This is an optimization exercise on Yosys and OpenROAD, whose aim is small area and a short achievable clock period, not a production implementation.
Function was not checked in any run shown here: the RTL went through the layout flow alone.
Power and IR drop assume default switching activity.

--- flow/config.mk ---
export PLATFORM = sky130hd
export DESIGN_NAME = exec_stage
export DESIGN_NICKNAME = exec_stage
export VERILOG_FILES = /design/flow/design.v
export SDC_FILE = /design/flow/constraint.sdc
export NUM_CORES = 4
export LEC_CHECK = 0
export ABC_AREA = 1
export CAP_MARGIN = 20
export CELL_PAD_IN_SITES_DETAIL_PLACEMENT = 1
export CELL_PAD_IN_SITES_GLOBAL_PLACEMENT = 1
export CORE_MARGIN = 2
export CORE_UTILIZATION = 45
export PLACE_DENSITY = 0.65
export SETUP_SLACK_MARGIN = 4
export SLEW_MARGIN = 20
--- flow/constraint.sdc ---
create_clock -name core_clock -period 13.0 [get_ports {clk}]
set_input_delay 2.6000 -clock core_clock [delete_from_list [all_inputs] [get_ports {clk}]]
set_output_delay 2.6000 -clock core_clock [all_outputs]
set_load 0.01 [all_outputs]
--- flow/design.v ---
module exec_stage #(
  parameter int N = 24,
  parameter int M = 6
) (
  input  logic                clk,
  input  logic                rst,
  input  logic                en,
  input  logic [N-1:0]        rd1, rd2, rd3, pc, imm,
  input  logic [N*M-1:0]      rdv1, rdv2, rdv3,
  input  logic [N*M-1:0]      Forward1, Forward2, Forward3,
  input  logic                Fa, Fb, Fc,
  input  logic [3:0]          aluControl, Rc, opCode,
  input  logic                immSrc, branchFlag, memWrite, memToReg, regWrite, modeSel,
  input  logic [1:0]          opType,
  output logic [17+2*N*M-1:0] bufferOut
);
  localparam int NM = N * M;
  localparam int BW = 17 + 2 * NM;
  logic          isCtrl, ld, hold;
  logic [BW-1:0] q, d;
  assign isCtrl = (opType == 2'b10);
  assign ld     = rst & en;
  assign hold   = rst & ~en;
  logic opAdd, opSub, opAnd, opOr, opXor, opShl, opShr, opMul, opB, opA;
  assign opAdd = (aluControl == 4'b0000);
  assign opSub = (aluControl == 4'b0001);
  assign opAnd = (aluControl == 4'b0010);
  assign opOr  = (aluControl == 4'b0011);
  assign opXor = (aluControl == 4'b0100);
  assign opShl = (aluControl == 4'b0101);
  assign opShr = (aluControl == 4'b0110);
  assign opMul = (aluControl == 4'b0111);
  assign opB   = (aluControl == 4'b1000);
  assign opA   = (aluControl == 4'b1001);
  logic [N-1:0] a   [M];
  logic [N-1:0] b   [M];
  logic [N-1:0] t   [M];
  logic [N-1:0] cmpB, a0x;
  assign cmpB = Fb ? Forward2[N-1:0] : (modeSel ? rdv2[N-1:0] : rd2);
  assign a[0] = Fa ? Forward1[N-1:0] : (modeSel ? rdv1[N-1:0] : rd1);
  assign b[0] = (immSrc | isCtrl) ? imm : cmpB;
  assign t[0] = Fc ? Forward3[N-1:0] : (modeSel ? rdv3[N-1:0] : rd3);
  assign a0x  = isCtrl ? pc : a[0];
  for (genvar k = 1; k < M; k++) begin : g_ops
    assign a[k] = Fa ? Forward1[k*N +: N] : rdv1[k*N +: N];
    assign b[k] = immSrc ? imm : (Fb ? Forward2[k*N +: N] : rdv2[k*N +: N]);
    assign t[k] = {N{modeSel}} & (Fc ? Forward3[k*N +: N] : rdv3[k*N +: N]);
  end
  logic [N-1:0] r [M];
  logic [M-1:0] nz;
  for (genvar k = 0; k < M; k++) begin : g_lane
    logic on;
    if (k == 0) begin : g_l0
      assign on = ld;
      exec_lane u_lane (
        .a(a0x), .b(b[0]),
        .mul(opMul & ~isCtrl), .shl(opShl & ~isCtrl), .shr(opShr & ~isCtrl),
        .add(opAdd | isCtrl), .sub(opSub & ~isCtrl), .pa(opA & ~isCtrl), .pb(opB & ~isCtrl),
        .land(opAnd & ~isCtrl), .lor(opOr & ~isCtrl), .lxor(opXor & ~isCtrl),
        .on(on), .r(r[k]), .nz(nz[k]));
    end else begin : g_ln
      assign on = ld & modeSel & ~isCtrl;
      exec_lane u_lane (
        .a(a[k]), .b(b[k]),
        .mul(opMul), .shl(opShl), .shr(opShr), .add(opAdd), .sub(opSub), .pa(opA), .pb(opB),
        .land(opAnd), .lor(opOr), .lxor(opXor),
        .on(on), .r(r[k]), .nz(nz[k]));
    end
  end
  logic [N-1:0] cmpDiff;
  logic         cmpEq;
  assign cmpDiff = a[0] - cmpB;
  assign cmpEq   = (a[0] == cmpB);
  logic anyR, zeroFlag, negFlag;
  assign anyR     = |nz;
  assign zeroFlag = isCtrl ? (ld & cmpEq) : (ld & ~anyR);
  assign negFlag  = isCtrl ? (ld & cmpDiff[N-1]) : r[0][N-1];
  logic [BW-1:0] nx;
  assign nx = {{7{ld}} & {modeSel, opType, opCode},
               r[5], r[4], r[3], r[2], r[1], r[0], zeroFlag, negFlag,
               {8{ld}} & {branchFlag, memWrite, memToReg, regWrite, Rc},
               {NM{ld}} & {t[5], t[4], t[3], t[2], t[1], t[0]}};
  assign d = nx | ({BW{hold}} & q);
  always_ff @(posedge clk) q <= d;
  assign bufferOut = q;
endmodule
module exec_lane (
  input  logic [23:0] a, b,
  input  logic        mul, shl, shr, add, sub, pa, pb, land, lor, lxor,
  input  logic        on,
  output logic [23:0] r,
  output logic        nz
);
  logic [23:0] ar, x, z, p, pr, rl;
  logic        pz;
  logic [4:0]  s;
  logic [11:0] one, two, neg, bone, btwo, sone, stwo;
  logic [24:0] bx;
  logic        c0;
  for (genvar j = 0; j < 24; j++) begin : g_rev
    assign ar[j] = a[23-j];
    assign pr[j] = p[23-j];
  end
  assign x = shr ? ar : a;
  assign s  = b[4:0];
  assign bx = {b, 1'b0};
  for (genvar i = 0; i < 12; i++) begin : g_booth
    assign bone[i] = bx[2*i+1] ^ bx[2*i];
    assign btwo[i] = (bx[2*i+2] & ~bx[2*i+1] & ~bx[2*i]) | (~bx[2*i+2] & bx[2*i+1] & bx[2*i]);
    assign sone[i] = (s == 5'(2*i));
    assign stwo[i] = (s == 5'(2*i+1));
    if (i == 0) begin : g_d0
      assign one[i] = (mul & bone[i]) | ((shl | shr) & sone[i]) | add | sub | pa;
    end else begin : g_dn
      assign one[i] = (mul & bone[i]) | ((shl | shr) & sone[i]);
    end
    assign two[i] = (mul & btwo[i]) | ((shl | shr) & stwo[i]);
    assign neg[i] = mul & bx[2*i+2];
  end
  assign c0 = (mul & b[1]) | sub;
  assign z  = {24{add | sub | pb}} & (b ^ {24{sub}});
  exec_mac24 u_mac (.x(x), .one(one), .two(two), .neg(neg), .c0(c0), .z(z), .p(p), .pz(pz));
  logic gp, gr, ga, go, gx;
  assign gp = on & (mul | shl | add | sub | pa | pb);
  assign gr = on & shr;
  assign ga = on & land;
  assign go = on & lor;
  assign gx = on & lxor;
  assign rl = ({24{ga}} & (a & b)) | ({24{go}} & (a | b)) | ({24{gx}} & (a ^ b));
  assign r  = ({24{gp}} & p) | ({24{gr}} & pr) | rl;
  assign nz = ((gp | gr) & ~pz) | (|rl);
endmodule
module exec_mac24 (
  input  logic [23:0] x,
  input  logic [11:0] one, two, neg,
  input  logic        c0,
  input  logic [23:0] z,
  output logic [23:0] p,
  output logic        pz
);
  logic [23:0] pp0;
  assign pp0[0] = ((one[0] & x[0])) ^ neg[0];
  assign pp0[1] = ((one[0] & x[1]) | (two[0] & x[0])) ^ neg[0];
  assign pp0[2] = ((one[0] & x[2]) | (two[0] & x[1])) ^ neg[0];
  assign pp0[3] = ((one[0] & x[3]) | (two[0] & x[2])) ^ neg[0];
  assign pp0[4] = ((one[0] & x[4]) | (two[0] & x[3])) ^ neg[0];
  assign pp0[5] = ((one[0] & x[5]) | (two[0] & x[4])) ^ neg[0];
  assign pp0[6] = ((one[0] & x[6]) | (two[0] & x[5])) ^ neg[0];
  assign pp0[7] = ((one[0] & x[7]) | (two[0] & x[6])) ^ neg[0];
  assign pp0[8] = ((one[0] & x[8]) | (two[0] & x[7])) ^ neg[0];
  assign pp0[9] = ((one[0] & x[9]) | (two[0] & x[8])) ^ neg[0];
  assign pp0[10] = ((one[0] & x[10]) | (two[0] & x[9])) ^ neg[0];
  assign pp0[11] = ((one[0] & x[11]) | (two[0] & x[10])) ^ neg[0];
  assign pp0[12] = ((one[0] & x[12]) | (two[0] & x[11])) ^ neg[0];
  assign pp0[13] = ((one[0] & x[13]) | (two[0] & x[12])) ^ neg[0];
  assign pp0[14] = ((one[0] & x[14]) | (two[0] & x[13])) ^ neg[0];
  assign pp0[15] = ((one[0] & x[15]) | (two[0] & x[14])) ^ neg[0];
  assign pp0[16] = ((one[0] & x[16]) | (two[0] & x[15])) ^ neg[0];
  assign pp0[17] = ((one[0] & x[17]) | (two[0] & x[16])) ^ neg[0];
  assign pp0[18] = ((one[0] & x[18]) | (two[0] & x[17])) ^ neg[0];
  assign pp0[19] = ((one[0] & x[19]) | (two[0] & x[18])) ^ neg[0];
  assign pp0[20] = ((one[0] & x[20]) | (two[0] & x[19])) ^ neg[0];
  assign pp0[21] = ((one[0] & x[21]) | (two[0] & x[20])) ^ neg[0];
  assign pp0[22] = ((one[0] & x[22]) | (two[0] & x[21])) ^ neg[0];
  assign pp0[23] = ((one[0] & x[23]) | (two[0] & x[22])) ^ neg[0];
  logic [21:0] pp1;
  assign pp1[0] = ((one[1] & x[0]) | z[2]) ^ neg[1];
  assign pp1[1] = ((one[1] & x[1]) | (two[1] & x[0]) | z[3]) ^ neg[1];
  assign pp1[2] = ((one[1] & x[2]) | (two[1] & x[1]) | z[4]) ^ neg[1];
  assign pp1[3] = ((one[1] & x[3]) | (two[1] & x[2]) | z[5]) ^ neg[1];
  assign pp1[4] = ((one[1] & x[4]) | (two[1] & x[3]) | z[6]) ^ neg[1];
  assign pp1[5] = ((one[1] & x[5]) | (two[1] & x[4]) | z[7]) ^ neg[1];
  assign pp1[6] = ((one[1] & x[6]) | (two[1] & x[5]) | z[8]) ^ neg[1];
  assign pp1[7] = ((one[1] & x[7]) | (two[1] & x[6]) | z[9]) ^ neg[1];
  assign pp1[8] = ((one[1] & x[8]) | (two[1] & x[7]) | z[10]) ^ neg[1];
  assign pp1[9] = ((one[1] & x[9]) | (two[1] & x[8]) | z[11]) ^ neg[1];
  assign pp1[10] = ((one[1] & x[10]) | (two[1] & x[9]) | z[12]) ^ neg[1];
  assign pp1[11] = ((one[1] & x[11]) | (two[1] & x[10]) | z[13]) ^ neg[1];
  assign pp1[12] = ((one[1] & x[12]) | (two[1] & x[11]) | z[14]) ^ neg[1];
  assign pp1[13] = ((one[1] & x[13]) | (two[1] & x[12]) | z[15]) ^ neg[1];
  assign pp1[14] = ((one[1] & x[14]) | (two[1] & x[13]) | z[16]) ^ neg[1];
  assign pp1[15] = ((one[1] & x[15]) | (two[1] & x[14]) | z[17]) ^ neg[1];
  assign pp1[16] = ((one[1] & x[16]) | (two[1] & x[15]) | z[18]) ^ neg[1];
  assign pp1[17] = ((one[1] & x[17]) | (two[1] & x[16]) | z[19]) ^ neg[1];
  assign pp1[18] = ((one[1] & x[18]) | (two[1] & x[17]) | z[20]) ^ neg[1];
  assign pp1[19] = ((one[1] & x[19]) | (two[1] & x[18]) | z[21]) ^ neg[1];
  assign pp1[20] = ((one[1] & x[20]) | (two[1] & x[19]) | z[22]) ^ neg[1];
  assign pp1[21] = ((one[1] & x[21]) | (two[1] & x[20]) | z[23]) ^ neg[1];
  logic [19:0] pp2;
  assign pp2[0] = ((one[2] & x[0])) ^ neg[2];
  assign pp2[1] = ((one[2] & x[1]) | (two[2] & x[0])) ^ neg[2];
  assign pp2[2] = ((one[2] & x[2]) | (two[2] & x[1])) ^ neg[2];
  assign pp2[3] = ((one[2] & x[3]) | (two[2] & x[2])) ^ neg[2];
  assign pp2[4] = ((one[2] & x[4]) | (two[2] & x[3])) ^ neg[2];
  assign pp2[5] = ((one[2] & x[5]) | (two[2] & x[4])) ^ neg[2];
  assign pp2[6] = ((one[2] & x[6]) | (two[2] & x[5])) ^ neg[2];
  assign pp2[7] = ((one[2] & x[7]) | (two[2] & x[6])) ^ neg[2];
  assign pp2[8] = ((one[2] & x[8]) | (two[2] & x[7])) ^ neg[2];
  assign pp2[9] = ((one[2] & x[9]) | (two[2] & x[8])) ^ neg[2];
  assign pp2[10] = ((one[2] & x[10]) | (two[2] & x[9])) ^ neg[2];
  assign pp2[11] = ((one[2] & x[11]) | (two[2] & x[10])) ^ neg[2];
  assign pp2[12] = ((one[2] & x[12]) | (two[2] & x[11])) ^ neg[2];
  assign pp2[13] = ((one[2] & x[13]) | (two[2] & x[12])) ^ neg[2];
  assign pp2[14] = ((one[2] & x[14]) | (two[2] & x[13])) ^ neg[2];
  assign pp2[15] = ((one[2] & x[15]) | (two[2] & x[14])) ^ neg[2];
  assign pp2[16] = ((one[2] & x[16]) | (two[2] & x[15])) ^ neg[2];
  assign pp2[17] = ((one[2] & x[17]) | (two[2] & x[16])) ^ neg[2];
  assign pp2[18] = ((one[2] & x[18]) | (two[2] & x[17])) ^ neg[2];
  assign pp2[19] = ((one[2] & x[19]) | (two[2] & x[18])) ^ neg[2];
  logic [17:0] pp3;
  assign pp3[0] = ((one[3] & x[0])) ^ neg[3];
  assign pp3[1] = ((one[3] & x[1]) | (two[3] & x[0])) ^ neg[3];
  assign pp3[2] = ((one[3] & x[2]) | (two[3] & x[1])) ^ neg[3];
  assign pp3[3] = ((one[3] & x[3]) | (two[3] & x[2])) ^ neg[3];
  assign pp3[4] = ((one[3] & x[4]) | (two[3] & x[3])) ^ neg[3];
  assign pp3[5] = ((one[3] & x[5]) | (two[3] & x[4])) ^ neg[3];
  assign pp3[6] = ((one[3] & x[6]) | (two[3] & x[5])) ^ neg[3];
  assign pp3[7] = ((one[3] & x[7]) | (two[3] & x[6])) ^ neg[3];
  assign pp3[8] = ((one[3] & x[8]) | (two[3] & x[7])) ^ neg[3];
  assign pp3[9] = ((one[3] & x[9]) | (two[3] & x[8])) ^ neg[3];
  assign pp3[10] = ((one[3] & x[10]) | (two[3] & x[9])) ^ neg[3];
  assign pp3[11] = ((one[3] & x[11]) | (two[3] & x[10])) ^ neg[3];
  assign pp3[12] = ((one[3] & x[12]) | (two[3] & x[11])) ^ neg[3];
  assign pp3[13] = ((one[3] & x[13]) | (two[3] & x[12])) ^ neg[3];
  assign pp3[14] = ((one[3] & x[14]) | (two[3] & x[13])) ^ neg[3];
  assign pp3[15] = ((one[3] & x[15]) | (two[3] & x[14])) ^ neg[3];
  assign pp3[16] = ((one[3] & x[16]) | (two[3] & x[15])) ^ neg[3];
  assign pp3[17] = ((one[3] & x[17]) | (two[3] & x[16])) ^ neg[3];
  logic [15:0] pp4;
  assign pp4[0] = ((one[4] & x[0])) ^ neg[4];
  assign pp4[1] = ((one[4] & x[1]) | (two[4] & x[0])) ^ neg[4];
  assign pp4[2] = ((one[4] & x[2]) | (two[4] & x[1])) ^ neg[4];
  assign pp4[3] = ((one[4] & x[3]) | (two[4] & x[2])) ^ neg[4];
  assign pp4[4] = ((one[4] & x[4]) | (two[4] & x[3])) ^ neg[4];
  assign pp4[5] = ((one[4] & x[5]) | (two[4] & x[4])) ^ neg[4];
  assign pp4[6] = ((one[4] & x[6]) | (two[4] & x[5])) ^ neg[4];
  assign pp4[7] = ((one[4] & x[7]) | (two[4] & x[6])) ^ neg[4];
  assign pp4[8] = ((one[4] & x[8]) | (two[4] & x[7])) ^ neg[4];
  assign pp4[9] = ((one[4] & x[9]) | (two[4] & x[8])) ^ neg[4];
  assign pp4[10] = ((one[4] & x[10]) | (two[4] & x[9])) ^ neg[4];
  assign pp4[11] = ((one[4] & x[11]) | (two[4] & x[10])) ^ neg[4];
  assign pp4[12] = ((one[4] & x[12]) | (two[4] & x[11])) ^ neg[4];
  assign pp4[13] = ((one[4] & x[13]) | (two[4] & x[12])) ^ neg[4];
  assign pp4[14] = ((one[4] & x[14]) | (two[4] & x[13])) ^ neg[4];
  assign pp4[15] = ((one[4] & x[15]) | (two[4] & x[14])) ^ neg[4];
  logic [13:0] pp5;
  assign pp5[0] = ((one[5] & x[0])) ^ neg[5];
  assign pp5[1] = ((one[5] & x[1]) | (two[5] & x[0])) ^ neg[5];
  assign pp5[2] = ((one[5] & x[2]) | (two[5] & x[1])) ^ neg[5];
  assign pp5[3] = ((one[5] & x[3]) | (two[5] & x[2])) ^ neg[5];
  assign pp5[4] = ((one[5] & x[4]) | (two[5] & x[3])) ^ neg[5];
  assign pp5[5] = ((one[5] & x[5]) | (two[5] & x[4])) ^ neg[5];
  assign pp5[6] = ((one[5] & x[6]) | (two[5] & x[5])) ^ neg[5];
  assign pp5[7] = ((one[5] & x[7]) | (two[5] & x[6])) ^ neg[5];
  assign pp5[8] = ((one[5] & x[8]) | (two[5] & x[7])) ^ neg[5];
  assign pp5[9] = ((one[5] & x[9]) | (two[5] & x[8])) ^ neg[5];
  assign pp5[10] = ((one[5] & x[10]) | (two[5] & x[9])) ^ neg[5];
  assign pp5[11] = ((one[5] & x[11]) | (two[5] & x[10])) ^ neg[5];
  assign pp5[12] = ((one[5] & x[12]) | (two[5] & x[11])) ^ neg[5];
  assign pp5[13] = ((one[5] & x[13]) | (two[5] & x[12])) ^ neg[5];
  logic [11:0] pp6;
  assign pp6[0] = ((one[6] & x[0])) ^ neg[6];
  assign pp6[1] = ((one[6] & x[1]) | (two[6] & x[0])) ^ neg[6];
  assign pp6[2] = ((one[6] & x[2]) | (two[6] & x[1])) ^ neg[6];
  assign pp6[3] = ((one[6] & x[3]) | (two[6] & x[2])) ^ neg[6];
  assign pp6[4] = ((one[6] & x[4]) | (two[6] & x[3])) ^ neg[6];
  assign pp6[5] = ((one[6] & x[5]) | (two[6] & x[4])) ^ neg[6];
  assign pp6[6] = ((one[6] & x[6]) | (two[6] & x[5])) ^ neg[6];
  assign pp6[7] = ((one[6] & x[7]) | (two[6] & x[6])) ^ neg[6];
  assign pp6[8] = ((one[6] & x[8]) | (two[6] & x[7])) ^ neg[6];
  assign pp6[9] = ((one[6] & x[9]) | (two[6] & x[8])) ^ neg[6];
  assign pp6[10] = ((one[6] & x[10]) | (two[6] & x[9])) ^ neg[6];
  assign pp6[11] = ((one[6] & x[11]) | (two[6] & x[10])) ^ neg[6];
  logic [9:0] pp7;
  assign pp7[0] = ((one[7] & x[0])) ^ neg[7];
  assign pp7[1] = ((one[7] & x[1]) | (two[7] & x[0])) ^ neg[7];
  assign pp7[2] = ((one[7] & x[2]) | (two[7] & x[1])) ^ neg[7];
  assign pp7[3] = ((one[7] & x[3]) | (two[7] & x[2])) ^ neg[7];
  assign pp7[4] = ((one[7] & x[4]) | (two[7] & x[3])) ^ neg[7];
  assign pp7[5] = ((one[7] & x[5]) | (two[7] & x[4])) ^ neg[7];
  assign pp7[6] = ((one[7] & x[6]) | (two[7] & x[5])) ^ neg[7];
  assign pp7[7] = ((one[7] & x[7]) | (two[7] & x[6])) ^ neg[7];
  assign pp7[8] = ((one[7] & x[8]) | (two[7] & x[7])) ^ neg[7];
  assign pp7[9] = ((one[7] & x[9]) | (two[7] & x[8])) ^ neg[7];
  logic [7:0] pp8;
  assign pp8[0] = ((one[8] & x[0])) ^ neg[8];
  assign pp8[1] = ((one[8] & x[1]) | (two[8] & x[0])) ^ neg[8];
  assign pp8[2] = ((one[8] & x[2]) | (two[8] & x[1])) ^ neg[8];
  assign pp8[3] = ((one[8] & x[3]) | (two[8] & x[2])) ^ neg[8];
  assign pp8[4] = ((one[8] & x[4]) | (two[8] & x[3])) ^ neg[8];
  assign pp8[5] = ((one[8] & x[5]) | (two[8] & x[4])) ^ neg[8];
  assign pp8[6] = ((one[8] & x[6]) | (two[8] & x[5])) ^ neg[8];
  assign pp8[7] = ((one[8] & x[7]) | (two[8] & x[6])) ^ neg[8];
  logic [5:0] pp9;
  assign pp9[0] = ((one[9] & x[0])) ^ neg[9];
  assign pp9[1] = ((one[9] & x[1]) | (two[9] & x[0])) ^ neg[9];
  assign pp9[2] = ((one[9] & x[2]) | (two[9] & x[1])) ^ neg[9];
  assign pp9[3] = ((one[9] & x[3]) | (two[9] & x[2])) ^ neg[9];
  assign pp9[4] = ((one[9] & x[4]) | (two[9] & x[3])) ^ neg[9];
  assign pp9[5] = ((one[9] & x[5]) | (two[9] & x[4])) ^ neg[9];
  logic [3:0] pp10;
  assign pp10[0] = ((one[10] & x[0])) ^ neg[10];
  assign pp10[1] = ((one[10] & x[1]) | (two[10] & x[0])) ^ neg[10];
  assign pp10[2] = ((one[10] & x[2]) | (two[10] & x[1])) ^ neg[10];
  assign pp10[3] = ((one[10] & x[3]) | (two[10] & x[2])) ^ neg[10];
  logic [1:0] pp11;
  assign pp11[0] = one[11] & x[0];
  assign pp11[1] = (one[11] & (x[1] ^ (neg[11] & x[0]))) | (two[11] & x[0]);
  logic s0, co0;
  logic s1, co1;
  logic s2, co2;
  logic s3, co3;
  logic s4, co4;
  logic s5, co5;
  logic s6, co6;
  logic s7, co7;
  logic s8, co8;
  logic s9, co9;
  logic s10, co10;
  logic s11, co11;
  logic s12, co12;
  logic s13, co13;
  logic s14, co14;
  logic s15;
  logic s16;
  logic s17;
  logic s18, co18;
  logic s19, co19;
  logic s20, co20;
  logic s21, co21;
  logic s22, co22;
  logic s23, co23;
  logic s24, co24;
  logic s25, co25;
  logic s26, co26;
  logic s27, co27;
  logic s28, co28;
  logic s29, co29;
  logic s30, co30;
  logic s31, co31;
  logic s32, co32;
  logic s33, co33;
  logic s34, co34;
  logic s35, co35;
  logic s36, co36;
  logic s37, co37;
  logic s38, co38;
  logic s39, co39;
  logic s40, co40;
  logic s41, co41;
  logic s42, co42;
  logic s43, co43;
  logic s44, co44;
  logic s45, co45;
  logic s46, co46;
  logic s47, co47;
  logic s48, co48;
  logic s49, co49;
  logic s50, co50;
  logic s51;
  logic s52;
  logic s53;
  logic s54, co54;
  logic s55, co55;
  logic s56, co56;
  logic s57, co57;
  logic s58, co58;
  logic s59, co59;
  logic s60, co60;
  logic s61, co61;
  logic s62, co62;
  logic s63, co63;
  logic s64, co64;
  logic s65, co65;
  logic s66, co66;
  logic s67, co67;
  logic s68, co68;
  logic s69, co69;
  logic s70, co70;
  logic s71, co71;
  logic s72, co72;
  logic s73, co73;
  logic s74, co74;
  logic s75, co75;
  logic s76, co76;
  logic s77, co77;
  logic s78, co78;
  logic s79, co79;
  logic s80, co80;
  logic s81, co81;
  logic s82, co82;
  logic s83, co83;
  logic s84, co84;
  logic s85, co85;
  logic s86;
  logic s87;
  logic s88, co88;
  logic s89, co89;
  logic s90, co90;
  logic s91, co91;
  logic s92, co92;
  logic s93, co93;
  logic s94, co94;
  logic s95, co95;
  logic s96, co96;
  logic s97, co97;
  logic s98, co98;
  logic s99, co99;
  logic s100, co100;
  logic s101, co101;
  logic s102, co102;
  logic s103, co103;
  logic s104, co104;
  logic s105, co105;
  logic s106, co106;
  logic s107;
  logic s108, co108;
  logic s109, co109;
  logic s110, co110;
  logic s111, co111;
  logic s112, co112;
  logic s113, co113;
  logic s114, co114;
  logic s115, co115;
  logic s116, co116;
  logic s117, co117;
  logic s118, co118;
  logic s119, co119;
  logic s120, co120;
  logic s121, co121;
  logic s122, co122;
  logic s123, co123;
  logic s124, co124;
  logic s125, co125;
  logic s126, co126;
  logic s127, co127;
  logic s128, co128;
  logic s129, co129;
  logic s130, co130;
  logic s131;
  exec_ha u_s0 (.a(neg[8]), .b(pp0[16]), .s(s0), .co(co0));
  exec_ha u_s1 (.a(pp0[17]), .b(pp1[15]), .s(s1), .co(co1));
  exec_fa u_s2 (.a(neg[9]), .b(pp0[18]), .c(pp1[16]), .s(s2), .co(co2));
  exec_ha u_s3 (.a(pp2[14]), .b(pp3[12]), .s(s3), .co(co3));
  exec_fa u_s4 (.a(pp0[19]), .b(pp1[17]), .c(pp2[15]), .s(s4), .co(co4));
  exec_ha u_s5 (.a(pp3[13]), .b(pp4[11]), .s(s5), .co(co5));
  exec_fa u_s6 (.a(neg[10]), .b(pp0[20]), .c(pp1[18]), .s(s6), .co(co6));
  exec_fa u_s7 (.a(pp2[16]), .b(pp3[14]), .c(pp4[12]), .s(s7), .co(co7));
  exec_ha u_s8 (.a(pp5[10]), .b(pp6[8]), .s(s8), .co(co8));
  exec_fa u_s9 (.a(pp0[21]), .b(pp1[19]), .c(pp2[17]), .s(s9), .co(co9));
  exec_fa u_s10 (.a(pp3[15]), .b(pp4[13]), .c(pp5[11]), .s(s10), .co(co10));
  exec_ha u_s11 (.a(pp6[9]), .b(pp7[7]), .s(s11), .co(co11));
  exec_fa u_s12 (.a(pp0[22]), .b(pp1[20]), .c(pp2[18]), .s(s12), .co(co12));
  exec_fa u_s13 (.a(pp3[16]), .b(pp4[14]), .c(pp5[12]), .s(s13), .co(co13));
  exec_fa u_s14 (.a(pp6[10]), .b(pp7[8]), .c(pp8[6]), .s(s14), .co(co14));
  assign s15 = pp0[23] ^ pp1[21] ^ pp2[19];
  assign s16 = pp3[17] ^ pp4[15] ^ pp5[13];
  assign s17 = pp6[11] ^ pp7[9] ^ pp8[7];
  exec_ha u_s18 (.a(neg[5]), .b(pp0[10]), .s(s18), .co(co18));
  exec_ha u_s19 (.a(pp0[11]), .b(pp1[9]), .s(s19), .co(co19));
  exec_fa u_s20 (.a(neg[6]), .b(pp0[12]), .c(pp1[10]), .s(s20), .co(co20));
  exec_ha u_s21 (.a(pp2[8]), .b(pp3[6]), .s(s21), .co(co21));
  exec_fa u_s22 (.a(pp0[13]), .b(pp1[11]), .c(pp2[9]), .s(s22), .co(co22));
  exec_ha u_s23 (.a(pp3[7]), .b(pp4[5]), .s(s23), .co(co23));
  exec_fa u_s24 (.a(neg[7]), .b(pp0[14]), .c(pp1[12]), .s(s24), .co(co24));
  exec_fa u_s25 (.a(pp2[10]), .b(pp3[8]), .c(pp4[6]), .s(s25), .co(co25));
  exec_ha u_s26 (.a(pp5[4]), .b(pp6[2]), .s(s26), .co(co26));
  exec_fa u_s27 (.a(pp0[15]), .b(pp1[13]), .c(pp2[11]), .s(s27), .co(co27));
  exec_fa u_s28 (.a(pp3[9]), .b(pp4[7]), .c(pp5[5]), .s(s28), .co(co28));
  exec_ha u_s29 (.a(pp6[3]), .b(pp7[1]), .s(s29), .co(co29));
  exec_fa u_s30 (.a(pp1[14]), .b(pp2[12]), .c(pp3[10]), .s(s30), .co(co30));
  exec_fa u_s31 (.a(pp4[8]), .b(pp5[6]), .c(pp6[4]), .s(s31), .co(co31));
  exec_fa u_s32 (.a(pp7[2]), .b(pp8[0]), .c(s0), .s(s32), .co(co32));
  exec_fa u_s33 (.a(pp2[13]), .b(pp3[11]), .c(pp4[9]), .s(s33), .co(co33));
  exec_fa u_s34 (.a(pp5[7]), .b(pp6[5]), .c(pp7[3]), .s(s34), .co(co34));
  exec_fa u_s35 (.a(pp8[1]), .b(co0), .c(s1), .s(s35), .co(co35));
  exec_fa u_s36 (.a(pp4[10]), .b(pp5[8]), .c(pp6[6]), .s(s36), .co(co36));
  exec_fa u_s37 (.a(pp7[4]), .b(pp8[2]), .c(pp9[0]), .s(s37), .co(co37));
  exec_fa u_s38 (.a(co1), .b(s3), .c(s2), .s(s38), .co(co38));
  exec_fa u_s39 (.a(pp5[9]), .b(pp6[7]), .c(pp7[5]), .s(s39), .co(co39));
  exec_fa u_s40 (.a(pp8[3]), .b(pp9[1]), .c(co3), .s(s40), .co(co40));
  exec_fa u_s41 (.a(s5), .b(co2), .c(s4), .s(s41), .co(co41));
  exec_fa u_s42 (.a(pp7[6]), .b(pp8[4]), .c(pp9[2]), .s(s42), .co(co42));
  exec_fa u_s43 (.a(pp10[0]), .b(co5), .c(s8), .s(s43), .co(co43));
  exec_fa u_s44 (.a(co4), .b(s6), .c(s7), .s(s44), .co(co44));
  exec_fa u_s45 (.a(pp8[5]), .b(pp9[3]), .c(pp10[1]), .s(s45), .co(co45));
  exec_fa u_s46 (.a(co8), .b(s11), .c(co6), .s(s46), .co(co46));
  exec_fa u_s47 (.a(co7), .b(s9), .c(s10), .s(s47), .co(co47));
  exec_fa u_s48 (.a(pp9[4]), .b(pp10[2]), .c(pp11[0]), .s(s48), .co(co48));
  exec_fa u_s49 (.a(co11), .b(co9), .c(co10), .s(s49), .co(co49));
  exec_fa u_s50 (.a(s12), .b(s13), .c(s14), .s(s50), .co(co50));
  assign s51 = pp9[5] ^ pp10[3] ^ pp11[1];
  assign s52 = co12 ^ co13 ^ co14;
  assign s53 = s15 ^ s16 ^ s17;
  exec_ha u_s54 (.a(neg[3]), .b(pp0[6]), .s(s54), .co(co54));
  exec_ha u_s55 (.a(pp0[7]), .b(pp1[5]), .s(s55), .co(co55));
  exec_fa u_s56 (.a(neg[4]), .b(pp0[8]), .c(pp1[6]), .s(s56), .co(co56));
  exec_ha u_s57 (.a(pp2[4]), .b(pp3[2]), .s(s57), .co(co57));
  exec_fa u_s58 (.a(pp0[9]), .b(pp1[7]), .c(pp2[5]), .s(s58), .co(co58));
  exec_ha u_s59 (.a(pp3[3]), .b(pp4[1]), .s(s59), .co(co59));
  exec_fa u_s60 (.a(pp1[8]), .b(pp2[6]), .c(pp3[4]), .s(s60), .co(co60));
  exec_fa u_s61 (.a(pp4[2]), .b(pp5[0]), .c(s18), .s(s61), .co(co61));
  exec_fa u_s62 (.a(pp2[7]), .b(pp3[5]), .c(pp4[3]), .s(s62), .co(co62));
  exec_fa u_s63 (.a(pp5[1]), .b(co18), .c(s19), .s(s63), .co(co63));
  exec_fa u_s64 (.a(pp4[4]), .b(pp5[2]), .c(pp6[0]), .s(s64), .co(co64));
  exec_fa u_s65 (.a(co19), .b(s21), .c(s20), .s(s65), .co(co65));
  exec_fa u_s66 (.a(pp5[3]), .b(pp6[1]), .c(co21), .s(s66), .co(co66));
  exec_fa u_s67 (.a(s23), .b(co20), .c(s22), .s(s67), .co(co67));
  exec_fa u_s68 (.a(pp7[0]), .b(co23), .c(s26), .s(s68), .co(co68));
  exec_fa u_s69 (.a(co22), .b(s24), .c(s25), .s(s69), .co(co69));
  exec_fa u_s70 (.a(co26), .b(s29), .c(co24), .s(s70), .co(co70));
  exec_fa u_s71 (.a(co25), .b(s27), .c(s28), .s(s71), .co(co71));
  exec_fa u_s72 (.a(co29), .b(co27), .c(co28), .s(s72), .co(co72));
  exec_fa u_s73 (.a(s30), .b(s31), .c(s32), .s(s73), .co(co73));
  exec_fa u_s74 (.a(co30), .b(co31), .c(s33), .s(s74), .co(co74));
  exec_fa u_s75 (.a(s34), .b(co32), .c(s35), .s(s75), .co(co75));
  exec_fa u_s76 (.a(co33), .b(co34), .c(s36), .s(s76), .co(co76));
  exec_fa u_s77 (.a(s37), .b(co35), .c(s38), .s(s77), .co(co77));
  exec_fa u_s78 (.a(co36), .b(co37), .c(s39), .s(s78), .co(co78));
  exec_fa u_s79 (.a(s40), .b(co38), .c(s41), .s(s79), .co(co79));
  exec_fa u_s80 (.a(co39), .b(s42), .c(co40), .s(s80), .co(co80));
  exec_fa u_s81 (.a(s43), .b(co41), .c(s44), .s(s81), .co(co81));
  exec_fa u_s82 (.a(co42), .b(s45), .c(co43), .s(s82), .co(co82));
  exec_fa u_s83 (.a(s46), .b(co44), .c(s47), .s(s83), .co(co83));
  exec_fa u_s84 (.a(co45), .b(s48), .c(co46), .s(s84), .co(co84));
  exec_fa u_s85 (.a(s49), .b(co47), .c(s50), .s(s85), .co(co85));
  assign s86 = co48 ^ s51 ^ co49;
  assign s87 = s52 ^ co50 ^ s53;
  exec_ha u_s88 (.a(neg[2]), .b(pp0[4]), .s(s88), .co(co88));
  exec_ha u_s89 (.a(pp0[5]), .b(pp1[3]), .s(s89), .co(co89));
  exec_fa u_s90 (.a(pp1[4]), .b(pp2[2]), .c(pp3[0]), .s(s90), .co(co90));
  exec_fa u_s91 (.a(pp2[3]), .b(pp3[1]), .c(co54), .s(s91), .co(co91));
  exec_fa u_s92 (.a(pp4[0]), .b(co55), .c(s57), .s(s92), .co(co92));
  exec_fa u_s93 (.a(co57), .b(s59), .c(co56), .s(s93), .co(co93));
  exec_fa u_s94 (.a(co59), .b(co58), .c(s60), .s(s94), .co(co94));
  exec_fa u_s95 (.a(co60), .b(s62), .c(co61), .s(s95), .co(co95));
  exec_fa u_s96 (.a(co62), .b(s64), .c(co63), .s(s96), .co(co96));
  exec_fa u_s97 (.a(co64), .b(s66), .c(co65), .s(s97), .co(co97));
  exec_fa u_s98 (.a(co66), .b(s68), .c(co67), .s(s98), .co(co98));
  exec_fa u_s99 (.a(co68), .b(s70), .c(co69), .s(s99), .co(co99));
  exec_fa u_s100 (.a(co70), .b(s72), .c(co71), .s(s100), .co(co100));
  exec_fa u_s101 (.a(co72), .b(s74), .c(co73), .s(s101), .co(co101));
  exec_fa u_s102 (.a(co74), .b(s76), .c(co75), .s(s102), .co(co102));
  exec_fa u_s103 (.a(co76), .b(s78), .c(co77), .s(s103), .co(co103));
  exec_fa u_s104 (.a(co78), .b(s80), .c(co79), .s(s104), .co(co104));
  exec_fa u_s105 (.a(co80), .b(s82), .c(co81), .s(s105), .co(co105));
  exec_fa u_s106 (.a(co82), .b(s84), .c(co83), .s(s106), .co(co106));
  assign s107 = co84 ^ s86 ^ co85;
  exec_ha u_s108 (.a(c0), .b(z[0]), .s(s108), .co(co108));
  exec_ha u_s109 (.a(z[1]), .b(pp0[1]), .s(s109), .co(co109));
  exec_fa u_s110 (.a(neg[1]), .b(pp0[2]), .c(pp1[0]), .s(s110), .co(co110));
  exec_ha u_s111 (.a(pp0[3]), .b(pp1[1]), .s(s111), .co(co111));
  exec_fa u_s112 (.a(pp1[2]), .b(pp2[0]), .c(s88), .s(s112), .co(co112));
  exec_fa u_s113 (.a(pp2[1]), .b(co88), .c(s89), .s(s113), .co(co113));
  exec_fa u_s114 (.a(co89), .b(s54), .c(s90), .s(s114), .co(co114));
  exec_fa u_s115 (.a(s55), .b(co90), .c(s91), .s(s115), .co(co115));
  exec_fa u_s116 (.a(s56), .b(co91), .c(s92), .s(s116), .co(co116));
  exec_fa u_s117 (.a(s58), .b(co92), .c(s93), .s(s117), .co(co117));
  exec_fa u_s118 (.a(s61), .b(co93), .c(s94), .s(s118), .co(co118));
  exec_fa u_s119 (.a(s63), .b(co94), .c(s95), .s(s119), .co(co119));
  exec_fa u_s120 (.a(s65), .b(co95), .c(s96), .s(s120), .co(co120));
  exec_fa u_s121 (.a(s67), .b(co96), .c(s97), .s(s121), .co(co121));
  exec_fa u_s122 (.a(s69), .b(co97), .c(s98), .s(s122), .co(co122));
  exec_fa u_s123 (.a(s71), .b(co98), .c(s99), .s(s123), .co(co123));
  exec_fa u_s124 (.a(s73), .b(co99), .c(s100), .s(s124), .co(co124));
  exec_fa u_s125 (.a(s75), .b(co100), .c(s101), .s(s125), .co(co125));
  exec_fa u_s126 (.a(s77), .b(co101), .c(s102), .s(s126), .co(co126));
  exec_fa u_s127 (.a(s79), .b(co102), .c(s103), .s(s127), .co(co127));
  exec_fa u_s128 (.a(s81), .b(co103), .c(s104), .s(s128), .co(co128));
  exec_fa u_s129 (.a(s83), .b(co104), .c(s105), .s(s129), .co(co129));
  exec_fa u_s130 (.a(s85), .b(co105), .c(s106), .s(s130), .co(co130));
  assign s131 = s87 ^ co106 ^ s107;
  logic [23:0] ra, rb;
  assign ra[0] = pp0[0];
  assign rb[0] = s108;
  assign ra[1] = co108;
  assign rb[1] = s109;
  assign ra[2] = co109;
  assign rb[2] = s110;
  assign ra[3] = co110;
  assign rb[3] = s111;
  assign ra[4] = co111;
  assign rb[4] = s112;
  assign ra[5] = co112;
  assign rb[5] = s113;
  assign ra[6] = co113;
  assign rb[6] = s114;
  assign ra[7] = co114;
  assign rb[7] = s115;
  assign ra[8] = co115;
  assign rb[8] = s116;
  assign ra[9] = co116;
  assign rb[9] = s117;
  assign ra[10] = co117;
  assign rb[10] = s118;
  assign ra[11] = co118;
  assign rb[11] = s119;
  assign ra[12] = co119;
  assign rb[12] = s120;
  assign ra[13] = co120;
  assign rb[13] = s121;
  assign ra[14] = co121;
  assign rb[14] = s122;
  assign ra[15] = co122;
  assign rb[15] = s123;
  assign ra[16] = co123;
  assign rb[16] = s124;
  assign ra[17] = co124;
  assign rb[17] = s125;
  assign ra[18] = co125;
  assign rb[18] = s126;
  assign ra[19] = co126;
  assign rb[19] = s127;
  assign ra[20] = co127;
  assign rb[20] = s128;
  assign ra[21] = co128;
  assign rb[21] = s129;
  assign ra[22] = co129;
  assign rb[22] = s130;
  assign ra[23] = co130;
  assign rb[23] = s131;
  logic [23:0] p_g, p_p;
  assign p_g = ra & rb;
  assign p_p = ra ^ rb;
  logic p_G0, p_P0;
  assign p_G0 = p_g[1] | (p_p[1] & p_g[0]);
  assign p_P0 = p_p[1] & p_p[0];
  logic p_G1, p_P1;
  assign p_G1 = p_g[3] | (p_p[3] & p_g[2]);
  assign p_P1 = p_p[3] & p_p[2];
  logic p_G2, p_P2;
  assign p_G2 = p_g[5] | (p_p[5] & p_g[4]);
  assign p_P2 = p_p[5] & p_p[4];
  logic p_G3, p_P3;
  assign p_G3 = p_g[7] | (p_p[7] & p_g[6]);
  assign p_P3 = p_p[7] & p_p[6];
  logic p_G4, p_P4;
  assign p_G4 = p_g[9] | (p_p[9] & p_g[8]);
  assign p_P4 = p_p[9] & p_p[8];
  logic p_G5, p_P5;
  assign p_G5 = p_g[11] | (p_p[11] & p_g[10]);
  assign p_P5 = p_p[11] & p_p[10];
  logic p_G6, p_P6;
  assign p_G6 = p_g[13] | (p_p[13] & p_g[12]);
  assign p_P6 = p_p[13] & p_p[12];
  logic p_G7, p_P7;
  assign p_G7 = p_g[15] | (p_p[15] & p_g[14]);
  assign p_P7 = p_p[15] & p_p[14];
  logic p_G8, p_P8;
  assign p_G8 = p_g[17] | (p_p[17] & p_g[16]);
  assign p_P8 = p_p[17] & p_p[16];
  logic p_G9, p_P9;
  assign p_G9 = p_g[19] | (p_p[19] & p_g[18]);
  assign p_P9 = p_p[19] & p_p[18];
  logic p_G10, p_P10;
  assign p_G10 = p_g[21] | (p_p[21] & p_g[20]);
  assign p_P10 = p_p[21] & p_p[20];
  logic p_G11, p_P11;
  assign p_G11 = p_G1 | (p_P1 & p_G0);
  assign p_P11 = p_P1 & p_P0;
  logic p_G12, p_P12;
  assign p_G12 = p_G3 | (p_P3 & p_G2);
  assign p_P12 = p_P3 & p_P2;
  logic p_G13, p_P13;
  assign p_G13 = p_G5 | (p_P5 & p_G4);
  assign p_P13 = p_P5 & p_P4;
  logic p_G14, p_P14;
  assign p_G14 = p_G7 | (p_P7 & p_G6);
  assign p_P14 = p_P7 & p_P6;
  logic p_G15, p_P15;
  assign p_G15 = p_G9 | (p_P9 & p_G8);
  assign p_P15 = p_P9 & p_P8;
  logic p_G16, p_P16;
  assign p_G16 = p_G12 | (p_P12 & p_G11);
  assign p_P16 = p_P12 & p_P11;
  logic p_G17, p_P17;
  assign p_G17 = p_G14 | (p_P14 & p_G13);
  assign p_P17 = p_P14 & p_P13;
  logic p_G18, p_P18;
  assign p_G18 = p_G17 | (p_P17 & p_G16);
  assign p_P18 = p_P17 & p_P16;
  logic p_G19, p_P19;
  assign p_G19 = p_G13 | (p_P13 & p_G16);
  assign p_P19 = p_P13 & p_P16;
  logic p_G20, p_P20;
  assign p_G20 = p_G15 | (p_P15 & p_G18);
  assign p_P20 = p_P15 & p_P18;
  logic p_G21, p_P21;
  assign p_G21 = p_G2 | (p_P2 & p_G11);
  assign p_P21 = p_P2 & p_P11;
  logic p_G22, p_P22;
  assign p_G22 = p_G4 | (p_P4 & p_G16);
  assign p_P22 = p_P4 & p_P16;
  logic p_G23, p_P23;
  assign p_G23 = p_G6 | (p_P6 & p_G19);
  assign p_P23 = p_P6 & p_P19;
  logic p_G24, p_P24;
  assign p_G24 = p_G8 | (p_P8 & p_G18);
  assign p_P24 = p_P8 & p_P18;
  logic p_G25, p_P25;
  assign p_G25 = p_G10 | (p_P10 & p_G20);
  assign p_P25 = p_P10 & p_P20;
  logic p_G26, p_P26;
  assign p_G26 = p_g[2] | (p_p[2] & p_G0);
  assign p_P26 = p_p[2] & p_P0;
  logic p_G27, p_P27;
  assign p_G27 = p_g[4] | (p_p[4] & p_G11);
  assign p_P27 = p_p[4] & p_P11;
  logic p_G28, p_P28;
  assign p_G28 = p_g[6] | (p_p[6] & p_G21);
  assign p_P28 = p_p[6] & p_P21;
  logic p_G29, p_P29;
  assign p_G29 = p_g[8] | (p_p[8] & p_G16);
  assign p_P29 = p_p[8] & p_P16;
  logic p_G30, p_P30;
  assign p_G30 = p_g[10] | (p_p[10] & p_G22);
  assign p_P30 = p_p[10] & p_P22;
  logic p_G31, p_P31;
  assign p_G31 = p_g[12] | (p_p[12] & p_G19);
  assign p_P31 = p_p[12] & p_P19;
  logic p_G32, p_P32;
  assign p_G32 = p_g[14] | (p_p[14] & p_G23);
  assign p_P32 = p_p[14] & p_P23;
  logic p_G33, p_P33;
  assign p_G33 = p_g[16] | (p_p[16] & p_G18);
  assign p_P33 = p_p[16] & p_P18;
  logic p_G34, p_P34;
  assign p_G34 = p_g[18] | (p_p[18] & p_G24);
  assign p_P34 = p_p[18] & p_P24;
  logic p_G35, p_P35;
  assign p_G35 = p_g[20] | (p_p[20] & p_G20);
  assign p_P35 = p_p[20] & p_P20;
  logic p_G36, p_P36;
  assign p_G36 = p_g[22] | (p_p[22] & p_G25);
  assign p_P36 = p_p[22] & p_P25;
  assign p[0] = p_p[0];
  assign p[1] = p_p[1] ^ p_g[0];
  assign p[2] = p_p[2] ^ p_G0;
  assign p[3] = p_p[3] ^ p_G26;
  assign p[4] = p_p[4] ^ p_G11;
  assign p[5] = p_p[5] ^ p_G27;
  assign p[6] = p_p[6] ^ p_G21;
  assign p[7] = p_p[7] ^ p_G28;
  assign p[8] = p_p[8] ^ p_G16;
  assign p[9] = p_p[9] ^ p_G29;
  assign p[10] = p_p[10] ^ p_G22;
  assign p[11] = p_p[11] ^ p_G30;
  assign p[12] = p_p[12] ^ p_G19;
  assign p[13] = p_p[13] ^ p_G31;
  assign p[14] = p_p[14] ^ p_G23;
  assign p[15] = p_p[15] ^ p_G32;
  assign p[16] = p_p[16] ^ p_G18;
  assign p[17] = p_p[17] ^ p_G33;
  assign p[18] = p_p[18] ^ p_G24;
  assign p[19] = p_p[19] ^ p_G34;
  assign p[20] = p_p[20] ^ p_G20;
  assign p[21] = p_p[21] ^ p_G35;
  assign p[22] = p_p[22] ^ p_G25;
  assign p[23] = p_p[23] ^ p_G36;
  assign pz = &((ra ^ rb) ~^ {ra[22:0] | rb[22:0], 1'b0});
endmodule
module exec_fa (input logic a, b, c, output logic s, co);
  assign {co, s} = a + b + c;
endmodule
module exec_ha (input logic a, b, output logic s, co);
  assign {co, s} = a + b;
endmodule
--- flow/flow/run.sh ---
#!/bin/bash
set -euo pipefail
export BUFFER_PORTS_ARGS="-buffer_cell sky130_fd_sc_hd__buf_1"
bash standard.sh > standard.log 2>&1
--- flow/standard.sh ---
#!/bin/bash
# synth_recipe.tcl (not shown) runs the flow's synth.tcl, then flattens the netlist and writes it again
# the make line also repeats each setting of config.mk as NAME=value (left out here)
make -C /OpenROAD-flow-scripts/flow DESIGN_CONFIG=/design/flow/config.mk WORK_HOME=/design/flow/orfs CLKGATE_MAP_FILE= SYNTH_SCRIPT=/design/flow/synth_recipe.tcl "${@:-finish}"
==> impl_metrics.json, run 1 <==
{
  "status": "stopped before the end",
  "haltStage": "global routing (5_1_grt)",
  "first-error": "[ERROR GRT-0232] Routing congestion too high. Check the congestion heatmap in the GUI.",
  "fp.dieH_microns": 419,
  "cts.sinks": 305,
  "start_util_pct": 45.2,
  "ys_async_sr_fraction_pct": 0,
  "synthTopCellsByArea": "fa_1, nand2_1, ha_1",
  "place_area_sq_mm": 0.0843,
  "synth.avg_cell_area_sq_um": 6.90,
  "cts_made_buffers": 41,
  "fp-row-count": 152,
  "synth_top_area_share_pct": 17.4,
  "io_pins": 1315,
  "synth-edff-count": 0,
  "routabilityCongestion": 1.19,
  "port_buffers": 1314,
  "cts-root-buf": "clkbuf_16",
  "grt_max_degree": 178,
  "synth_area_leader_cell": "fa_1",
  "yosysWarnings": 8,
  "synth_nets": 13600,
  "dieWidth_microns": 419,
  "netlist_area_sq_mm": 0.0774,
  "grt.total_usage_pct": 69.7,
  "synthDistinctLibCells": 67,
  "post-dp-hpwl_microns": 472000,
  "cts.htree.levels": 2,
  "synth_seq_area_share_pct": 7.89,
  "synth_top_flop_cell": "dfxtp_1",
  "synth_cells": 11200,
  "cts_buffer_depth": 3,
  "grt.overflow.total": 1,
  "ys_ff_latch": 305,
  "ctsHoldBuffers": 0
}
==> cell usage after synthesis, drive strengths merged, types with 3 or more instances <==
cell and instances:
a21boi 4, a221oi 146, o311ai 7, o221a 3, o21a 16, o22ai 664, nand3b 20, o221ai 4
a211o 3, o21ai 617, a211oi 12, dfxtp 305, nor4 23, a31oi 17, or2 167, nor2 747
a22o 32, o211ai 43, fa 672, a21oi 278, nor3 24, buf 236, a21o 21, nand3 503
a2111oi 4, o31ai 126, nand4 97, ha 707, xnor2 121, o2111ai 103, clkinv 78, inv 1510
nand2 2647, xor2 905, clkbuf 343
==> per-layer routing <==
metal	overflow	global-route usage, %
met1	1	70.6
met2	0	87.1
met3	0	49.9
met4	0	73.5
met5	0	17.6
==> how the worst max path moves through the flow <==
stage / cells after the start / slack [ps] / end / from
4_1_cts: 30 / 3930 / q[200]$_DFF_P_ / Fa
3_5_place_dp: 31 / 1350 / q[251]$_DFF_P_ / immSrc
3_3_place_gp: 34 / 1400 / q[153]$_DFF_P_ / Fb
2_1_floorplan: 39 / 4130 / q[273]$_DFF_P_ / Fb
==> power groups by stage <==
stage	Combinational (W)	Clock (W)	Sequential, W
after floorplan	0.00351	0	0.00109
after global placement	0.00619	0	0.00109
after detailed placement	0.00635	0	0.00109
after CTS	0.00681	0.00133	0.00108
==> cell families after synthesis <==
group           Yosys count  share of synthesized area, %
fa+ha+maj              1379                          28.8
xor+xnor               1026                          11.6
flops                   305                          7.89
simple gates           4234                          23.3
compound gates         2108                          17.2
buf+inv                2167                          11.2
==> what timing repair did <==
action,4_1_cts
gates cloned,41
setup buffers,232
gates resized for setup,762
pin swaps,94
endpoints found under the hold margin,0
setup endpoints to repair,140
==> per-stage QoR <==
stage	total power [W]	setup slack (ps)	utilization (%)	cells	hold WS [ps]
after floorplan	0.00460	4130	-	11200	472
after detailed placement	0.00745	1350	49.3	14400	444
after global placement	0.00728	1400	49.3	14400	431
after CTS	0.00922	3930	53.3	14800	459
==> run 2: changes to the inputs <==
--- a/flow/config.mk
+++ b/flow/config.mk
@@ -7,3 +7,3 @@
 export LEC_CHECK = 0
-export ABC_AREA = 1
+export ABC_AREA = 0
 export CAP_MARGIN = 20
==> run 2 against run 1 <==
Against the previous run:
- area after synthesis fell by 1.4%
- synthesized cell count fell by 19%
- the flow again stops in global routing (5_1_grt)
==> impl_metrics.json, run 2 <==
{
  "grt.overflow.total": 95,
  "synth_area_leader_cell": "fa_1",
  "synthTopCellsByArea": "fa_1, xnor2_1, ha_1",
  "grt_pass1_vias": 101000,
  "cts_made_buffers": 44,
  "netlist_area_sq_mm": 0.0763,
  "ctsHoldBuffers": 0,
  "port_buffers": 1314,
  "synth-edff-count": 0,
  "ys_ff_latch": 305,
  "cts.sinks": 305,
  "synth_seq_area_share_pct": 8.00,
  "cts-root-buf": "clkbuf_16",
  "fp.dieH_microns": 416,
  "ys_async_sr_fraction_pct": 0,
  "synth_top_flop_cell": "dfxtp_1",
  "status": "stopped before the end",
  "dieWidth_microns": 416,
  "first-error": "[ERROR GRT-0116] Global routing finished with congestion. Check the congestion regions in the DRC Viewer.",
  "yosys-top-cells-count": "xnor2_1, inv_1, ha_1",
  "synth.avg_cell_area_sq_um": 8.38,
  "haltStage": "global routing (5_1_grt)",
  "synth_nets": 11500,
  "synthDistinctLibCells": 117,
  "synth_most_common_cell": "xnor2_1",
  "fp-row-count": 151,
  "synth_top_area_share_pct": 17.6,
  "post-dp-hpwl_microns": 479000,
  "place_area_sq_mm": 0.0846,
  "grt_max_degree": 104,
  "start_util_pct": 45.2,
  "grt_first_pass_wirelength_microns": 905000,
  "grt.total_usage_pct": 75.9,
  "cts_buffer_depth": 3,
  "cts.htree.levels": 2,
  "io_pins": 1315,
  "synth_cells": 9107,
  "place_inst": 12300,
  "routabilityCongestion": 1.20,
  "yosysWarnings": 8
}
## run 2: stage by stage
| step | setup slack, ps | hold WS (ps) | total power (W) |
|---|---|---|---|
| after floorplan | 3960 | 467 | 0.00468 |
| after global placement | 1460 | 432 | 0.00764 |
| after detailed placement | 1260 | 440 | 0.00782 |
| after CTS | 3760 | 455 | 0.00988 |
## run 2: what timing repair did
| item | in CTS |
|---|---|
| pin swaps | 275 |
| gates cloned | 42 |
| resized for setup | 851 |
| buffers inserted | 358 |
| setup endpoints to repair | 146 |
## run 2: kinds of logic after synthesis
kind of cell,synth area share (%)
DFF,8.00
adders and majority gates,29.2
and+or+nand+nor,8.89
AOI/OAI and AO/OA,22.2
muxes,7.30
buffers and inverters,8.36
xor gates and xnor gates,16.1
## run 2: power groups by stage
stage	sequential, W	clock (W)	combinational [W]
detailed placement	0.00111	0	0.00671
floorplan	0.00108	0	0.00360
CTS	0.00109	0.00133	0.00747
global placement	0.00110	0	0.00653
## run 2: worst max path at each step
stage          slack (ps)  depth (start not counted)              to
4_1_cts              3760                         30  q[153]$_DFF_P_
3_3_place_gp         1460                         27  q[153]$_DFF_P_
3_5_place_dp         1260                         25  q[153]$_DFF_P_
2_1_floorplan        3960                         29  q[153]$_DFF_P_
## run 2: layer usage
layer | GRT overflow | GRT usage, %
met1 | 0 | 76.7
met2 | 60 | 91.8
met3 | 0 | 59.8
met4 | 35 | 77.1
met5 | 0 | 25.8
==> run 3: changes to the inputs <==
--- a/flow/config.mk
+++ b/flow/config.mk
@@ -7,3 +7,3 @@
 export LEC_CHECK = 0
-export ABC_AREA = 0
+export ABC_AREA = 1
 export CAP_MARGIN = 20
@@ -12,5 +12,6 @@
 export CORE_MARGIN = 2
-export CORE_UTILIZATION = 45
-export PLACE_DENSITY = 0.65
+export CORE_UTILIZATION = 38
+export PLACE_DENSITY = 0.6
 export SETUP_SLACK_MARGIN = 4
 export SLEW_MARGIN = 20
+export SYNTH_HIERARCHICAL = 1
==> run 3 against run 2 <==
Against the previous run:
- now clean on timing, DRC and antenna
- synthesized cell count grew 25%
- area after synthesis up 2.0%
==> impl_metrics.json, run 3 <==
{
  "status": "timing/DRC/antenna clean",
  "post-route-util_pct": 46.0,
  "top_regs": "q x305",
  "io_pins": 1315,
  "path_clk_slew_ps": 50,
  "drt-initial-drc-count": 12500,
  "worstPathArrival_ps": 10240,
  "fp-row-count": 166,
  "synth.avg_cell_area_sq_um": 6.86,
  "antenna_left": 0,
  "drive_gt1_share_pct": 12.0,
  "antenna_found_initial": 137,
  "cts_made_buffers": 44,
  "grt_first_pass_wirelength_microns": 755000,
  "grt_max_degree": 154,
  "dieWidth_microns": 457,
  "routed_via_density": 6.23,
  "nets": 15000,
  "port_buffers": 1314,
  "clock_latency_ps": 660,
  "power.density_mw_per_mm2": 89.9,
  "critPathKind": "in2reg",
  "drtPass1Iterations": 8,
  "yosys-top-cells-count": "nand2_1, inv_1, nor2_1",
  "synth_most_common_cell": "nand2_1",
  "tightest_slew_ps": 1270,
  "rsz0062_at_grt": "true",
  "synth_top_area_share_pct": 17.4,
  "wire_per_inst_microns": 36.1,
  "cts-root-buf": "clkbuf_16",
  "irDropWorstVdd_uv": 159,
  "top_register": "q",
  "wirelength_microns": 557000,
  "ctsHoldBuffers": 0,
  "cts_tree": "yes",
  "hold_class": "reg2reg",
  "min_period_over_period_pct": 73.6,
  "cts_buffer_depth": 3,
  "seqCellArea_sq_mm": 0.00611,
  "p_leak_nw": 48.7,
  "drc": 0,
  "cts.htree.levels": 2,
  "synth_nets": 13700,
  "tns_ps": 0,
  "netlist_area_sq_mm": 0.0778,
  "cts.sinks": 305,
  "layout_commonest_cell": "nand2_1",
  "synth-edff-count": 0,
  "yosysWarnings": 14,
  "fp.dieH_microns": 457,
  "fmax_mhz": 105,
  "max_stage_delay_ps": 600,
  "ys_async_sr_fraction_pct": 0,
  "grt.total_usage_pct": 51.3,
  "synth_seq_area_share_pct": 7.84,
  "crit_required_ps": 13680,
  "ys_ff_latch": 305,
  "grt_pass1_vias": 94800,
  "multi_input_area_sq_mm": 0.0668,
  "start_util_pct": 38.1,
  "hold_viol_final": 0,
  "routabilityCongestion": 1.25,
  "area_growth_pct": 20.6,
  "synth_area_leader_cell": "fa_1",
  "largest_reg_flops": 305,
  "final_cell_mix": "nand2_1, buf_1, inv_1",
  "slew_violations": 0,
  "coreArea_sq_mm": 0.204,
  "synthDistinctLibCells": 46,
  "synth_cells": 11300,
  "period_needed_ps": 9560,
  "synthTopCellsByArea": "fa_1, nand2_1, ha_1",
  "post-dp-hpwl_microns": 449000,
  "grt.overflow.total": 0,
  "max_cap_viol_count": 0,
  "end_kind": "flop",
  "fillers": 26400,
  "setup.worst_path.start_class": "input pin",
  "slowest_stage": "fa_1",
  "finalSetupViolCount": 0,
  "vias": 96000,
  "relSlewSlack_pct": 14.6,
  "synth_top_flop_cell": "dfxtp_1",
  "die-area_sq_mm": 0.208,
  "skew_ps": 0,
  "cp_max_fo": 22
}
run 3: per-layer routing:
| metal | global-route usage (%) | wire length, microns | vias up |
|---|---|---|---|
| met1 | 60.7 | 201000 | 47600 |
| met5 | 0.712 | 446 | - |
| li1 | - | - | 39700 |
| met3 | 20.0 | 74000 | 1776 |
| met2 | 72.0 | 222000 | 6817 |
| met4 | 44.2 | 59000 | 68 |
run 3: cell families (layout without fill, tap and decap cells):
group | after synthesis | in the layout | synth area share, %
AO/OA/AOI/OAI | 2031 | 2031 | 17.3
XOR/XNOR | 1008 | 1008 | 11.5
adder cells (fa/ha/maj) | 1379 | 1379 | 28.7
buffers and inverters | 1946 | 3243 | 10.5
flip-flops | 305 | 305 | 7.84
other | 0 | 80 | 0
AND/OR/NAND/NOR | 4676 | 4677 | 24.2
run 3: critical path, delay by kind of cell:
| kind | cells | cell delay, ps |
|---|---|---|
| adders and majority gates | 6 | 2770 |
| buffers and inverters | 10 | 1960 |
| and+or+nand+nor | 13 | 1950 |
| AOI/OAI and AO/OA | 4 | 510 |
| xor gates and xnor gates | 2 | 380 |
run 3: power breakdown:
part / internal [W] / switching [W] / leakage (nW)
logic: 0.00202 / 0.00398 / 45.5
clock network: 0.000787 / 0.000595 / 0.753
registers: 0.000996 / 0.0000547 / 2.49
run 3: timing repair:
item | in CTS | in global routing
setup endpoints to repair | 146 | 108
pin swaps | 98 | 42
gates cloned | 55 | 1
buffers inserted | 210 | 33
hold endpoints to repair | 0 | 0
resized for setup | 832 | 172
run 3: per-stage QoR:
| step | cell area (sq um) | instances | worst slack [ps] | power, W | hold WS, ps |
|---|---|---|---|---|---|
| after CTS | 92600 | 15300 | 3920 | 0.00800 | 453 |
| final | 93900 | 15400 | 3440 | 0.00844 | 452 |
| after global routing | 93800 | 15400 | 3380 | 0.00873 | 461 |
| after detailed placement | 85200 | 15000 | 1050 | 0.00624 | 440 |
| after floorplan | 77900 | 11300 | 3960 | 0.00411 | 470 |
| after global placement | 85200 | 15000 | 1320 | 0.00606 | 436 |
run 3: cell type report:
cell class / count / area share (%)
multi-input combinational: 9095 / 71.2
timing repair buffer: 1868 / 11.2
sequential: 305 / 6.50
inverter: 1272 / 5.51
tap: 2688 / 3.58
clock buffer: 62 / 1.35
clock inverter: 18 / 0.328
antenna: 80 / 0.213
timing repair inverter: 23 / 0.188
run 3: per-module statistics from Yosys, one instance, submodules excluded:
module      flip-flops and latches  cells  area, sq um  times used
exec_mac24                       0    743         4830           6
exec_ha                          0      1         12.5         126
exec_fa                          0      1         20.0         606
exec_stage                     305   2507        17000           1
exec_lane                        0    608         3020           6
run 3: worst paths after layout:
check	cells after the start	end	startpoint	slack (ps)
worst max-delay path	35	q[153]$_DFF_P_	opType[1]	3440
worst min-delay path	1	q[213]$_DFF_P_	q[213]$_DFF_P_	450
worst max register to register	2	q[153]$_DFF_P_	q[153]$_DFF_P_	11970
worst min register to register	1	q[213]$_DFF_P_	q[213]$_DFF_P_	450

## re-timing with driven ports
In the flow no input, the clock included, has a driving cell. The finished layout below was timed again as built, in two steps. Step 1, drivers: a clkbuf_16 drives clk and a buf_2 each remaining input, both assumed. Step 2 also shifts input and output timing later by t, the mid clock arrival at the registers, as if the neighbouring blocks saw the same clock. Slacks: ideal ports / drivers / drivers and shift; pairs: ideal ports / drivers.
run: run 3
t (ns): 0.815
slack for setup (ns): 3.435 / 3.246 / 2.431
latest minus earliest clock arrival (ns): 0.096 / 0.096
After both steps setup and hold are still met in run 3. For run 3, drivers alone change the setup slack by -0.189 ns; drivers and shift together by -1.004 ns.
